Background: an optimization exercise with open tools, aiming at small area and a short achievable clock period. Do not read the settings as production practice.
Where RTL was checked, it was by simulation tests only, not by an equivalence proof against the original.
Power and IR drop assume default switching activity.

==> fjord <==
## systolic_row
module systolic_row (
    input  logic                          i_clk,
    input  logic                          i_rst_n,
    input  logic                          i_approx,        
    input  sa_pkg::pixel_t                i_pixel,         
    input  logic [8*8-1:0]       i_weight,        
    input  logic [8-1:0]              i_clear,         
    output logic [8*(8 + 8 + $clog2(3))-1:0]    o_acc_result,    
    output logic [8-1:0]             o_pass_pixel,    
    output logic [8*8-1:0]       o_pass_weight    
);
Settings: LEC_CHECK=0, CAP_MARGIN=20, CORE_MARGIN=2, CORE_UTILIZATION=65, CTS_BUF_LIST=sky130_fd_sc_hd__clkbuf_4 sky130_fd_sc_hd__clkbuf_8, SLEW_MARGIN=20; clock period 10.5 ns.
run.sh (not shown) runs the stock make flow with config.mk's settings and CLKGATE_MAP_FILE= SYNTH_SCRIPT=/design/flow/synth_recipe.tcl, a recipe that flattens the netlist after the stock synthesis.
==> violet: changes against fjord <==
==> flow/config.mk (replaced) <==
export PLATFORM = sky130hd
export DESIGN_NAME = systolic_row
export DESIGN_NICKNAME = systolic_row
export VERILOG_FILES = /design/flow/design.v
export SDC_FILE = /design/flow/constraint.sdc
export NUM_CORES = 4
export LEC_CHECK = 0
export CAP_MARGIN = 20
export CORE_MARGIN = 2
export CORE_UTILIZATION = 40
export SLEW_MARGIN = 20
==> amber: changes against fjord <==
--- a/flow/design.v
+++ b/flow/design.v
@@ -377,18 +377,20 @@
 );
     sa_pkg::drum_pair_t   w_pair;              
     sa_pkg::weight_t      w_dec;               
     logic [7:0]           b_fac;               
     logic [9:0]           op3;                 
     logic [5:0]           mant3;               
     logic [10:0]          x1;                  
     logic [12:0]          x3;                  
+    logic [3:0]           sel1, sel2, sel3;    
     logic [12:0]          rowv [4];
     logic [15:0]          p_s, p_c;            
+    logic [15:0]          p_gen, p_prp;        
     logic                 p_ovf;               
     logic [15:0]          m_s;
     logic [16:0]          m_c;                 
     logic [16:0]          lo_sum;
     logic [1:0]           hi_base;
     logic [17:0]          acc_sum;
     sa_pkg::acc_t         acc_q;
     logic                 t0;
@@ -498,22 +500,21 @@
     assign op3   = {t17, t16, t14, t12, t10, t8, t6, t4, t2, t0};
     assign mant3 = {t27, t26, t24, t22, t20, t18};
     assign x1 = i_approx ? {7'b0, i_operand.pair.mant} << i_operand.pair.shamt
                          : {3'b000, i_operand.plain};
     assign x3 = i_approx ? {7'b0, mant3} << i_operand.pair.shamt
                          : {3'b000, op3};
     always_comb begin
         for (int k = 0; k < 4; k++) begin
-            case (b_fac[2*k +: 2])
-                2'd0: rowv[k] = '0;
-                2'd1: rowv[k] = {2'b00, x1};
-                2'd2: rowv[k] = {1'b0, x1, 1'b0};
-                default: rowv[k] = x3;
-            endcase
+            sel1[k] = b_fac[2*k] & ~b_fac[2*k+1];
+            sel2[k] = ~b_fac[2*k] & b_fac[2*k+1];
+            sel3[k] = b_fac[2*k] & b_fac[2*k+1];
+            rowv[k] = ({13{sel1[k]}} & {2'b00, x1}) | ({13{sel2[k]}} & {1'b0, x1, 1'b0})
+                    | ({13{sel3[k]}} & x3);
         end
     end
     assign t28 = rowv[0][6] ^ rowv[1][4];
     assign t29 = rowv[0][6] & rowv[1][4];
     assign t30 = rowv[0][7] ^ rowv[1][5] ^ rowv[2][3];
     assign t31 = (rowv[0][7] & rowv[1][5]) | (rowv[0][7] & rowv[2][3]) | (rowv[1][5] & rowv[2][3]);
     assign t32 = rowv[0][8] ^ rowv[1][6] ^ rowv[2][4];
     assign t33 = (rowv[0][8] & rowv[1][6]) | (rowv[0][8] & rowv[2][4]) | (rowv[1][6] & rowv[2][4]);
@@ -580,17 +581,24 @@
     assign p_s[12] = t61;
     assign p_c[12] = t62;
     assign p_s[13] = t63;
     assign p_c[13] = t64;
     assign p_s[14] = t66;
     assign p_c[14] = t65;
     assign p_s[15] = t67;
     assign p_c[15] = t68;
-    assign p_ovf = 17'({1'b0, p_s} + {1'b0, p_c}) >> 16;
+    assign p_gen = p_s & p_c;
+    assign p_prp = p_s | p_c;
+    always_comb begin
+        p_ovf = 1'b0;
+        for (int i = 0; i < 16; i++) begin
+            p_ovf = p_gen[i] | (p_prp[i] & p_ovf);
+        end
+    end
     assign m_s = acc_q[15:0] ^ p_s ^ p_c;
     assign m_c = {(acc_q[15:0] & p_s) | (acc_q[15:0] & p_c) | (p_s & p_c), 1'b0};
     assign lo_sum = 17'(m_s) + 17'(m_c[15:0]);
     assign hi_base[0] = acc_q[16] ^ m_c[16] ^ p_ovf;
     assign hi_base[1] = acc_q[17] ^ ((acc_q[16] & m_c[16] & ~p_ovf) | (~acc_q[16] & ~m_c[16] & p_ovf));
     assign acc_sum[15:0] = lo_sum[15:0];
     assign acc_sum[16]   = hi_base[0] ^ lo_sum[16];
     assign acc_sum[17]   = lo_sum[16] ? hi_base[1] ^ hi_base[0] : hi_base[1];
==> flow/flow/run.sh (new file) <==
#!/bin/bash
# Layout flow: the standard ORFS flow (standard.sh, synthesis unchanged), with the
# input and output ports buffered by the smallest plain buffer instead of the cell
# buffer_ports picks by default. Each tool's output goes to make.log here and to ORFS's
# own per-step logs under orfs/logs.
set -euo pipefail
export BUFFER_PORTS_ARGS="-buffer_cell sky130_fd_sc_hd__buf_1"
bash standard.sh > make.log 2>&1
==> flow/standard.sh (new file) <==
#!/bin/bash
# synth_recipe.tcl (not shown) runs the flow's synth.tcl, then flattens the netlist and writes it again
# the make line also repeats each setting of config.mk as NAME=value (left out here)
make -C /OpenROAD-flow-scripts/flow DESIGN_CONFIG=/design/flow/config.mk WORK_HOME=/design/flow/orfs CLKGATE_MAP_FILE= SYNTH_SCRIPT=/design/flow/synth_recipe.tcl "${@:-finish}"
==> flow/config.mk (replaced) <==
export PLATFORM = sky130hd
export DESIGN_NAME = systolic_row
export DESIGN_NICKNAME = systolic_row
export VERILOG_FILES = /design/flow/design.v
export SDC_FILE = /design/flow/constraint.sdc
export NUM_CORES = 4
export LEC_CHECK = 0
export ABC_AREA = 1
export CAP_MARGIN = 20
export CORE_MARGIN = 2
export CORE_UTILIZATION = 65
export SETUP_SLACK_MARGIN = 3.5
export SLEW_MARGIN = 20
removed: flow/run.sh
==> summary of the runs <==
Against fjord, the clock-buffer cell count of amber is lower by 36.
Sequential cell count is the same in violet and fjord.
Global-route usage, lowest first: violet, amber, fjord.
Final cell count, lowest first: fjord, amber, violet.
Wire length: violet > fjord > amber.
Cell area, lowest first: amber, fjord, violet.
Synthesized cell count: amber is higher than violet (about 3.5%).
In violet the maximum frequency is lower than in fjord, by 0.62%.
First-iteration DRC count, lowest first: violet, amber, fjord.
==> figures <==
| quantity | fjord | violet | amber |
|---|---|---|---|
| Run status | timing/DRC/antenna clean | timing/DRC/antenna clean | timing/DRC/antenna clean |
| Number of resized instances in the post-cts repair step | 0 | 0 | 7 |
| Clk network pwr share | 0.135 | 0.151 | 0.172 |
| Worst Min Path Start | g_pe[1].g_rest.u_mac_pe.o_operand[0] | g_pe[1].g_rest.u_mac_pe.o_operand[0] | g_pe[5].g_rest.u_mac_pe.o_operand[0] |
| Synthesized-area fraction occupied by ao, oa, aoi and oai cells | 0.226 | 0.226 | 0.166 |
| Post-Place Cells | 5151 | 5636 | 5373 |
| Most frequently used cell type in the post-synthesis netlist | sky130_fd_sc_hd__nor2_1 | sky130_fd_sc_hd__nor2_1 | sky130_fd_sc_hd__nand2_1 |
| Clock distribution power | 1.16 mW | 1.32 mW | 1.28 mW |
| Cell count of the worst reg-to-reg path | 28 | 28 | 31 |
| Comb group | 5.93 mW | 5.88 mW | 4.65 mW |
| Met3 capacity usage during global routing | 0.0532 | 0.0304 | 0.0472 |
| Portion of the post-synthesis area used by sequential elements | 0.192 | 0.192 | 0.208 |
| Clock latency of the later-clocked register in the worst-skew pair | 0.66 ns | 0.59 ns | 0.59 ns |
| Share of power burned in registers | 0.178 | 0.175 | 0.204 |
| Ratio of final minimum period to clock period | 0.799 | 0.804 | 0.638 |
| Synthesis-to-finish area growth | 12.7% | 15.0% | 10.4% |
| Post-route standard cell area excluding fillers | 39800 sq um | 40700 sq um | 36100 sq um |
| Switching share of power | 0.467 | 0.460 | 0.488 |
| Initial detailed-routing violation count | 3460 | 2443 | 3062 |
Function not checked in fjord and violet: the RTL went through the layout flow alone.

* * *

==> inputs of 05-15 <==
systolic_row, a different RTL version from the one above (not shown whole).
Settings: LEC_CHECK=0, ABC_AREA=1, CAP_MARGIN=20, CORE_MARGIN=2, CORE_UTILIZATION=65, SETUP_SLACK_MARGIN=3, SLEW_MARGIN=20; clock period 10.5 ns.
Stock flow here: none of the scripts above is used.
==> 10-25: changes against 05-15 <==
--- a/flow/design.v
+++ b/flow/design.v
@@ -20,14 +20,14 @@
 );
     logic [7:0] v;
     logic       h4, h5, h6, h7;                  
     assign v  = i_value;
     assign h7 = v[7];
     assign h6 = v[7] | v[6];
-    assign h5 = h6 | v[5];
-    assign h4 = h5 | v[4];
+    assign h5 = v[7] | v[6] | v[5];
+    assign h4 = v[7] | v[6] | v[5] | v[4];
     assign o_pair.shamt[2] = h7;
     assign o_pair.shamt[1] = ~h7 & (v[6] | v[5]);
     assign o_pair.shamt[0] = (~h7 & v[6]) | (~h5 & v[4]);
     assign o_pair.pad      = 1'b0;
     assign o_pair.mant[3] = v[7] | v[6] | v[5] | v[4] | v[3];
     assign o_pair.mant[2] = h7 ? v[6] : h6 ? v[5] : h5 ? v[4] : h4 ? v[3] : v[2];
@@ -384,27 +384,12 @@
     logic [12:0]          x3;                  
     logic [3:0]           sel1, sel2, sel3;    
     logic [12:0]          rowv [4];
     logic [15:0]          p_s, p_c;            
     logic [15:0]          p_gen, p_prp;        
     logic                 p_ovf;               
-    logic                 ov_g0, ov_p0;
-    logic                 ov_g1, ov_p1;
-    logic                 ov_g2, ov_p2;
-    logic                 ov_g3, ov_p3;
-    logic                 ov_g4, ov_p4;
-    logic                 ov_g5, ov_p5;
-    logic                 ov_g6, ov_p6;
-    logic                 ov_g7, ov_p7;
-    logic                 ov_g8, ov_p8;
-    logic                 ov_g9, ov_p9;
-    logic                 ov_g10, ov_p10;
-    logic                 ov_g11, ov_p11;
-    logic                 ov_g12, ov_p12;
-    logic                 ov_g13, ov_p13;
-    logic                 ov_g14, ov_p14;
     logic [15:0]          m_s;
     logic [16:0]          m_c;                 
     logic [16:0]          lo_sum;
     logic [1:0]           hi_base;
     logic [17:0]          acc_sum;
     sa_pkg::acc_t         acc_q;
@@ -600,42 +585,18 @@
     assign p_s[14] = t66;
     assign p_c[14] = t65;
     assign p_s[15] = t67;
     assign p_c[15] = t68;
     assign p_gen = p_s & p_c;
     assign p_prp = p_s | p_c;
-    assign ov_g0 = p_gen[1] | (p_prp[1] & p_gen[0]);
-    assign ov_p0 = p_prp[1] & p_prp[0];
-    assign ov_g1 = p_gen[3] | (p_prp[3] & p_gen[2]);
-    assign ov_p1 = p_prp[3] & p_prp[2];
-    assign ov_g2 = p_gen[5] | (p_prp[5] & p_gen[4]);
-    assign ov_p2 = p_prp[5] & p_prp[4];
-    assign ov_g3 = p_gen[7] | (p_prp[7] & p_gen[6]);
-    assign ov_p3 = p_prp[7] & p_prp[6];
-    assign ov_g4 = p_gen[9] | (p_prp[9] & p_gen[8]);
-    assign ov_p4 = p_prp[9] & p_prp[8];
-    assign ov_g5 = p_gen[11] | (p_prp[11] & p_gen[10]);
-    assign ov_p5 = p_prp[11] & p_prp[10];
-    assign ov_g6 = p_gen[13] | (p_prp[13] & p_gen[12]);
-    assign ov_p6 = p_prp[13] & p_prp[12];
-    assign ov_g7 = p_gen[15] | (p_prp[15] & p_gen[14]);
-    assign ov_p7 = p_prp[15] & p_prp[14];
-    assign ov_g8 = ov_g1 | (ov_p1 & ov_g0);
-    assign ov_p8 = ov_p1 & ov_p0;
-    assign ov_g9 = ov_g3 | (ov_p3 & ov_g2);
-    assign ov_p9 = ov_p3 & ov_p2;
-    assign ov_g10 = ov_g5 | (ov_p5 & ov_g4);
-    assign ov_p10 = ov_p5 & ov_p4;
-    assign ov_g11 = ov_g7 | (ov_p7 & ov_g6);
-    assign ov_p11 = ov_p7 & ov_p6;
-    assign ov_g12 = ov_g9 | (ov_p9 & ov_g8);
-    assign ov_p12 = ov_p9 & ov_p8;
-    assign ov_g13 = ov_g11 | (ov_p11 & ov_g10);
-    assign ov_p13 = ov_p11 & ov_p10;
-    assign ov_g14 = ov_g13 | (ov_p13 & ov_g12);
-    assign p_ovf = ov_g14;
+    always_comb begin
+        p_ovf = 1'b0;
+        for (int i = 0; i < 16; i++) begin
+            p_ovf = p_gen[i] | (p_prp[i] & p_ovf);
+        end
+    end
     assign m_s = acc_q[15:0] ^ p_s ^ p_c;
     assign m_c = {(acc_q[15:0] & p_s) | (acc_q[15:0] & p_c) | (p_s & p_c), 1'b0};
     assign lo_sum = 17'(m_s) + 17'(m_c[15:0]);
     assign hi_base[0] = acc_q[16] ^ m_c[16] ^ p_ovf;
     assign hi_base[1] = acc_q[17] ^ ((acc_q[16] & m_c[16] & ~p_ovf) | (~acc_q[16] & ~m_c[16] & p_ovf));
     assign acc_sum[15:0] = lo_sum[15:0];
==> flow/flow/run.sh (new file) <==
#!/bin/bash
# Layout flow: the standard ORFS flow (standard.sh, synthesis unchanged), with the
# input and output ports buffered by the smallest plain buffer instead of the cell
# buffer_ports picks by default. Each tool's output goes to make.log here and to ORFS's
# own per-step logs under orfs/logs.
set -euo pipefail
export BUFFER_PORTS_ARGS="-buffer_cell sky130_fd_sc_hd__buf_1"
bash standard.sh > make.log 2>&1
==> flow/standard.sh (new file) <==
#!/bin/bash
# synth_recipe.tcl (not shown) runs the flow's synth.tcl, then flattens the netlist and writes it again
# the make line also repeats each setting of config.mk as NAME=value (left out here)
make -C /OpenROAD-flow-scripts/flow DESIGN_CONFIG=/design/flow/config.mk WORK_HOME=/design/flow/orfs CLKGATE_MAP_FILE= SYNTH_SCRIPT=/design/flow/synth_recipe.tcl "${@:-finish}"
- CORE_UTILIZATION: 65 -> 70
removed: flow/run.sh
==> run_results.csv <==
group,metric,value,unit
pwr,p_sw,0.003573,W
layout,ff_latch_area,6814,um2
yosys,synth.distinct_cells,60,
timing,post-route-period-util,0.6835,
pwr,switching_share,0.4911,
layout,clk_share,0.03080,
routing,routed-wl-met2,44440,um
pwr,power.clock.fraction,0.160,
layout,fin_area,35510,um2
timing,fin_skew,0.02198,ns
placed_design,place_inst,5271,
yosys,synthTopCellsByCount,"1,092 x nand2_1, 748 x inv_1, 440 x nor2_1, 301 x fa_1, 272 x dfrtp_1",
timing,max_freq,139.3,MHz
yosys,synthAdderAreaFrac,0.2739,
run_status,outcome,"finished clean",
routing,highest_layer,"met5",
pwr,vdd_drop_max,257.0,uV
the above is filed under 10-25

==> run_results.csv <==
group,metric,value,unit
pwr,vdd_drop_max,252.1,uV
yosys,yosysSeqAreaShare,0.2009,
yosys,synthTopCellsByCount,"1,286 x nand2_1, 758 x inv_1, 471 x nor2_1, 287 x fa_1, 272 x dfrtp_1",
yosys,synthAdderAreaFrac,0.2612,
timing,post-route-period-util,0.6740,
routing,routed-wl-met2,48260,um
timing,max_freq,141.3,MHz
run_status,outcome,"finished clean",
pwr,power.clock.fraction,0.147,
placed_design,place_inst,5667,
pwr,p_sw,0.004024,W
routing,highest_layer,"met4",
layout,fin_area,38510,um2
the above is filed under 05-15

Function was not checked in any run of this note: the RTL went through the layout flow alone.

[port drivers added, routing unchanged]
No port has a modelled driver above. Below, the same layouts with a new extraction and two added sets of constraints.
Step 1 sets driving cells, clkbuf_16 on the clock port and buf_2 on the other inputs (assumed; they add their load-dependent delay and slew).
Step 2 moves the port delays by t, midway between the first and last clock arrival at a register: inputs arrive t later, outputs are due t later. That takes back most of the time a late clock gives input paths.
Slacks: ideal / step 1 / step 2; pairs: ideal / step 1.
run | t, ns | setup WS [ns] | slew at the worst register clock pin (ns)
fjord | 0.714 | 2.114 / 2.147 / 1.433 | 0.07 / 0.07
violet | 0.647 | 2.062 / 2.108 / 1.461 | 0.06 / 0.06
amber | 0.627 | 3.796 / 3.832 / 3.205 | 0.08 / 0.08
05-15 | 0.657 | 3.423 / 3.443 / 2.786 | 0.07 / 0.07
10-25 | 0.644 | 3.323 / 3.360 / 2.716 | 0.07 / 0.07
After both steps every run listed still meets setup and hold. For fjord, which loses most, drivers alone change the setup slack by +0.033 ns; drivers and shift together by -0.681 ns.
